Context: an optimization exercise on an open-source flow, tuned for small area. The choices shown serve that exercise and are no tape-out recipe. RTL that was checked went through simulation tests only; none was proved equivalent to the original. No activity file was given, so power comes from the tool's default toggle rates.

==> flow/design.v <==
package dmem_pkg;
    localparam int DMEM_DEPTH = 32;
    localparam int DMEM_IDX_W = 5;
endpackage
module dmem_array
#(
    parameter int DATA_W = 32,
    parameter int DEPTH  = dmem_pkg::DMEM_DEPTH,
    parameter int IDX_W  = dmem_pkg::DMEM_IDX_W
) (
    input  logic              clk,
    input  logic              i_clr,
    input  logic              i_kill,
    input  logic [IDX_W-1:0]  i_kaddr,
    input  logic              i_set,
    input  logic [DATA_W-1:0] i_sdata,
    input  logic [3:0]        i_rlo,
    input  logic [IDX_W-3:0]  i_rhi,
    input  logic              i_show,
    output logic [DATA_W-1:0] o_rdata,
    output logic              o_zero
);
    logic                         r_par;
    logic [DEPTH-1:0][DATA_W-1:0] r_bits;
    logic [DEPTH-1:0][DATA_W-1:0] w_next;
    logic [DEPTH-1:0]             w_row_r;
    logic [DEPTH-1:0]             w_rsel_n;
    logic [DATA_W-1:0]            w_col_d;
    logic [DATA_W-1:0]            w_col_z;
    logic                         w_show0_n;
    logic                         w_show1_n;
    always_ff @(posedge clk) begin
        r_par <= ~r_par & ~i_clr;
    end
    always_comb begin
        for (int i = 0; i < DEPTH; i++) begin
            w_rsel_n[i] = ~(i_rlo[i % 4] & (i_rhi == (IDX_W-2)'(i / 4)));
            w_row_r[i]  = i_clr | (i_kill & (i_kaddr == IDX_W'(i))) |
                          (i_set & ~w_rsel_n[i]);
        end
    end
    assign w_col_d = {DATA_W{i_clr | i_kill}} | (i_sdata ^ {DATA_W{r_par}});
    for (genvar i = 0; i < DEPTH; i++) begin : g_row
        for (genvar j = 0; j < DATA_W; j++) begin : g_bit
            dmem_cell_nx u_nx (
                .i_r (w_row_r[i]),
                .i_c (w_col_d[j]),
                .i_s (r_bits[i][j]),
                .o_y (w_next[i][j])
            );
        end
    end
    always_ff @(posedge clk) begin
        r_bits <= w_next;
    end
    assign w_show0_n = ~(i_show & ~r_par);
    assign w_show1_n = ~(i_show & r_par);
    for (genvar j = 0; j < DATA_W; j++) begin : g_col
        logic [DEPTH-1:0] w_col_s;
        for (genvar i = 0; i < DEPTH; i++) begin : g_s
            assign w_col_s[i] = r_bits[i][j];
        end
        dmem_rd_col #(.DEPTH(DEPTH)) u_col (
            .i_sel_n   (w_rsel_n),
            .i_s       (w_col_s),
            .i_show0_n (w_show0_n),
            .i_show1_n (w_show1_n),
            .o_z       (w_col_z[j]),
            .o_q       (o_rdata[j])
        );
    end
    assign o_zero = r_par ? ~(|w_col_z) : (&w_col_z);
endmodule
module dmem_cell_nx (
    input  logic i_r,
    input  logic i_c,
    input  logic i_s,
    output logic o_y
);
    assign o_y = ~((i_r & i_c) | i_s);
endmodule
module dmem_rd_col
#(
    parameter int DEPTH = dmem_pkg::DMEM_DEPTH
) (
    input  logic [DEPTH-1:0] i_sel_n,
    input  logic [DEPTH-1:0] i_s,
    input  logic             i_show0_n,
    input  logic             i_show1_n,
    output logic             o_z,
    output logic             o_q
);
    logic [DEPTH/2-1:0] w_pz;
    for (genvar k = 0; k < DEPTH / 2; k++) begin : g_pair
        dmem_rd_pair u_pair (
            .i_sel_n0 (i_sel_n[2*k]),
            .i_s0     (i_s[2*k]),
            .i_sel_n1 (i_sel_n[2*k+1]),
            .i_s1     (i_s[2*k+1]),
            .o_z      (w_pz[k])
        );
    end
    assign o_z = |w_pz;
    dmem_rd_out u_out (
        .i_z       (o_z),
        .i_show0_n (i_show0_n),
        .i_show1_n (i_show1_n),
        .o_q       (o_q)
    );
endmodule
module dmem_rd_pair (
    input  logic i_sel_n0,
    input  logic i_s0,
    input  logic i_sel_n1,
    input  logic i_s1,
    output logic o_z
);
    assign o_z = ~((i_sel_n0 | i_s0) & (i_sel_n1 | i_s1));
endmodule
module dmem_rd_out (
    input  logic i_z,
    input  logic i_show0_n,
    input  logic i_show1_n,
    output logic o_q
);
    assign o_q = ~(i_z ? i_show1_n : i_show0_n);
endmodule
module data_mem_responder
#(
    parameter int DATA_W = 32,
    parameter int ADDR_W = 10,
    parameter int DEPTH  = dmem_pkg::DMEM_DEPTH
) (
    input  logic              clk,
    input  logic              reset,
    input  logic              req_valid,
    output logic              req_ready,
    input  logic              req_write,
    input  logic [ADDR_W-1:0] req_addr,
    input  logic [DATA_W-1:0] req_wdata,
    output logic              resp_valid,
    input  logic              resp_ready,
    output logic [DATA_W-1:0] resp_rdata,
    output logic              resp_err,
    output logic              resp_zero
);
    localparam int IDX_W = dmem_pkg::DMEM_IDX_W;
    logic               r_wait;
    logic               r_resp;
    logic [3:0]         r_rlo;
    logic [IDX_W-3:0]   r_rhi;
    logic               r_load;
    logic               r_err;
    logic               r_zero;
    logic [DATA_W-1:0]  r_wdata;
    logic               w_idle;
    logic               w_accept;
    logic               w_in_range;
    logic               w_mem_we;
    logic               w_mem_zero;
    assign w_idle     = ~r_wait & ~r_resp;
    assign w_accept   = req_valid & w_idle;
    assign w_in_range = (req_addr[ADDR_W-1:IDX_W] == '0);
    assign w_mem_we   = w_accept & req_write & w_in_range;
    dmem_array #(
        .DATA_W (DATA_W),
        .DEPTH  (DEPTH),
        .IDX_W  (IDX_W)
    ) u_array (
        .clk     (clk),
        .i_clr   (reset),
        .i_kill  (w_mem_we),
        .i_kaddr (req_addr[IDX_W-1:0]),
        .i_set   (r_wait & ~r_load & ~r_err),
        .i_sdata (r_wdata),
        .i_rlo   (r_rlo),
        .i_rhi   (r_rhi),
        .i_show  (r_resp & r_load),
        .o_rdata (resp_rdata),
        .o_zero  (w_mem_zero)
    );
    always_ff @(posedge clk) begin
        if (reset) begin
            r_wait <= 1'b0;
            r_resp <= 1'b0;
        end else begin
            r_wait <= w_accept;
            r_resp <= r_wait | (r_resp & ~resp_ready);
        end
    end
    always_ff @(posedge clk) begin
        if (w_idle) begin
            for (int k = 0; k < 4; k++)
                r_rlo[k] <= (req_addr[1:0] == 2'(k));
            r_rhi <= req_addr[IDX_W-1:2];
            r_load <= ~req_write & w_in_range;
            r_err  <= ~w_in_range;
        end
    end
    always_ff @(posedge clk) begin
        r_wdata <= req_wdata;
    end
    always_ff @(posedge clk) begin
        r_zero <= ~r_load | w_mem_zero;
    end
    assign req_ready  = w_idle;
    assign resp_valid = r_resp;
    assign resp_err   = r_resp & r_err;
    assign resp_zero  = r_resp & r_zero;
endmodule
Settings: LEC_CHECK=0, CAP_MARGIN=20, CORE_MARGIN=2, CORE_UTILIZATION=40, SLEW_MARGIN=20, SYNTH_HIERARCHICAL=1; clock period 6.0 ns.
standard.sh (not shown) runs the stock make flow with config.mk's settings and CLKGATE_MAP_FILE= SYNTH_SCRIPT=/design/flow/synth_recipe.tcl, a recipe that flattens the netlist after the stock synthesis.
==> flow/flow/run.sh <==
#!/bin/bash
# Standard ORFS layout (the standard.sh, synthesis included) with these
# knobs changed:
#  - before floorplan, combinational cells are put back to drive 1
#    (flow/downsize.tcl); repair sizes up where needed;
#  - port buffers use the small sky130_fd_sc_hd__buf_1 (repair may upsize);
#  - CTS inserts no dummy loads, and clusters up to 25 sinks per
#    clkbuf_16 leaf buffer.
set -euo pipefail
export PRE_FLOORPLAN_TCL="$PWD/flow/downsize.tcl"
export BUFFER_PORTS_ARGS="-buffer_cell sky130_fd_sc_hd__buf_1"
export CTS_ARGS="-sink_clustering_enable -repair_clock_nets -dont_use_dummy_load -buf_list sky130_fd_sc_hd__clkbuf_16 -root_buf sky130_fd_sc_hd__clkbuf_16 -sink_clustering_size 25 -sink_clustering_max_diameter 100"
bash standard.sh > standard_flow.log 2>&1
==> flow/flow/downsize.tcl <==
# Before floorplan: put every combinational cell that synthesis sized up
# back to its drive-1 variant (same function); the later repair steps size
# up again only where slew, capacitance or timing need it.
set db [ord::get_db]
set block [ord::get_db_block]
set n 0
foreach inst [$block getInsts] {
  set name [[$inst getMaster] getName]
  if { ![regexp {^(sky130_fd_sc_hd__[a-z0-9]+)_([0-9]+)$} $name -> base drive] } {
    continue
  }
  if { $drive <= 1 } {
    continue
  }
  if { [regexp {df|dl|buf|inv|conb|tap|fill|decap} $base] } {
    continue
  }
  set m1 [$db findMaster ${base}_1]
  if { $m1 ne "NULL" && $m1 ne "" } {
    $inst swapMaster $m1
    incr n
  }
}
puts "downsize.tcl: $n instances set to drive 1"
==> next run, changes <==
--- a/flow/design.v
+++ b/flow/design.v
@@ -16,5 +16,5 @@
     input  logic [DATA_W-1:0] i_sdata,
     input  logic [3:0]        i_rlo,
-    input  logic [IDX_W-3:0]  i_rhi,
+    input  logic [DEPTH/4-1:0] i_rhi,
     input  logic              i_show,
     output logic [DATA_W-1:0] o_rdata,
@@ -35,5 +35,5 @@
     always_comb begin
         for (int i = 0; i < DEPTH; i++) begin
-            w_rsel_n[i] = ~(i_rlo[i % 4] & (i_rhi == (IDX_W-2)'(i / 4)));
+            w_rsel_n[i] = ~(i_rlo[i % 4] & i_rhi[i / 4]);
             w_row_r[i]  = i_clr | (i_kill & (i_kaddr == IDX_W'(i))) |
                           (i_set & ~w_rsel_n[i]);
@@ -149,5 +149,5 @@
     logic               r_resp;
     logic [3:0]         r_rlo;
-    logic [IDX_W-3:0]   r_rhi;
+    logic [DEPTH/4-1:0] r_rhi;
     logic               r_load;
     logic               r_err;
@@ -193,5 +193,6 @@
             for (int k = 0; k < 4; k++)
                 r_rlo[k] <= (req_addr[1:0] == 2'(k));
-            r_rhi <= req_addr[IDX_W-1:2];
+            for (int k = 0; k < DEPTH / 4; k++)
+                r_rhi[k] <= (req_addr[IDX_W-1:2] == (IDX_W-2)'(k));
             r_load <= ~req_write & w_in_range;
             r_err  <= ~w_in_range;
Setup slack is better by 280 ps.
Combinational power came out higher by roughly a tenth.
Design area came out lower slightly.
Die area came out higher slightly.
Clock skew came out lower by 56 ps.
Function not checked in the first run of this note: the RTL went through the layout flow alone.

## re-timing with driven ports
The results above use ideal ports. As a check the final layouts listed here were re-extracted and re-timed, cells and wires unchanged.
Step 1 (the two cells are an assumption about what drives the block):
set clk [get_ports {clk}]
set_driving_cell -lib_cell sky130_fd_sc_hd__clkbuf_16 $clk
set_driving_cell -lib_cell sky130_fd_sc_hd__buf_2 [delete_from_list [all_inputs] $clk]
Step 2, shift: input delay + t, output delay - t, t = (earliest + latest rising clock arrival at the registers) / 2. This alone moves slack from input paths to output paths.
Slacks: ideal / step 1 / step 2; pairs: ideal / step 1.
run | shift t [ns] | slack for setup (ns) | slew at the worst register clock pin (ns)
the first run | 0.684 | 0.181 / 0.117 / 0.785 | 0.10 / 0.10
the second run | 0.693 | 0.461 / 0.391 / 1.083 | 0.11 / 0.11
After both steps every run listed still meets setup and hold.
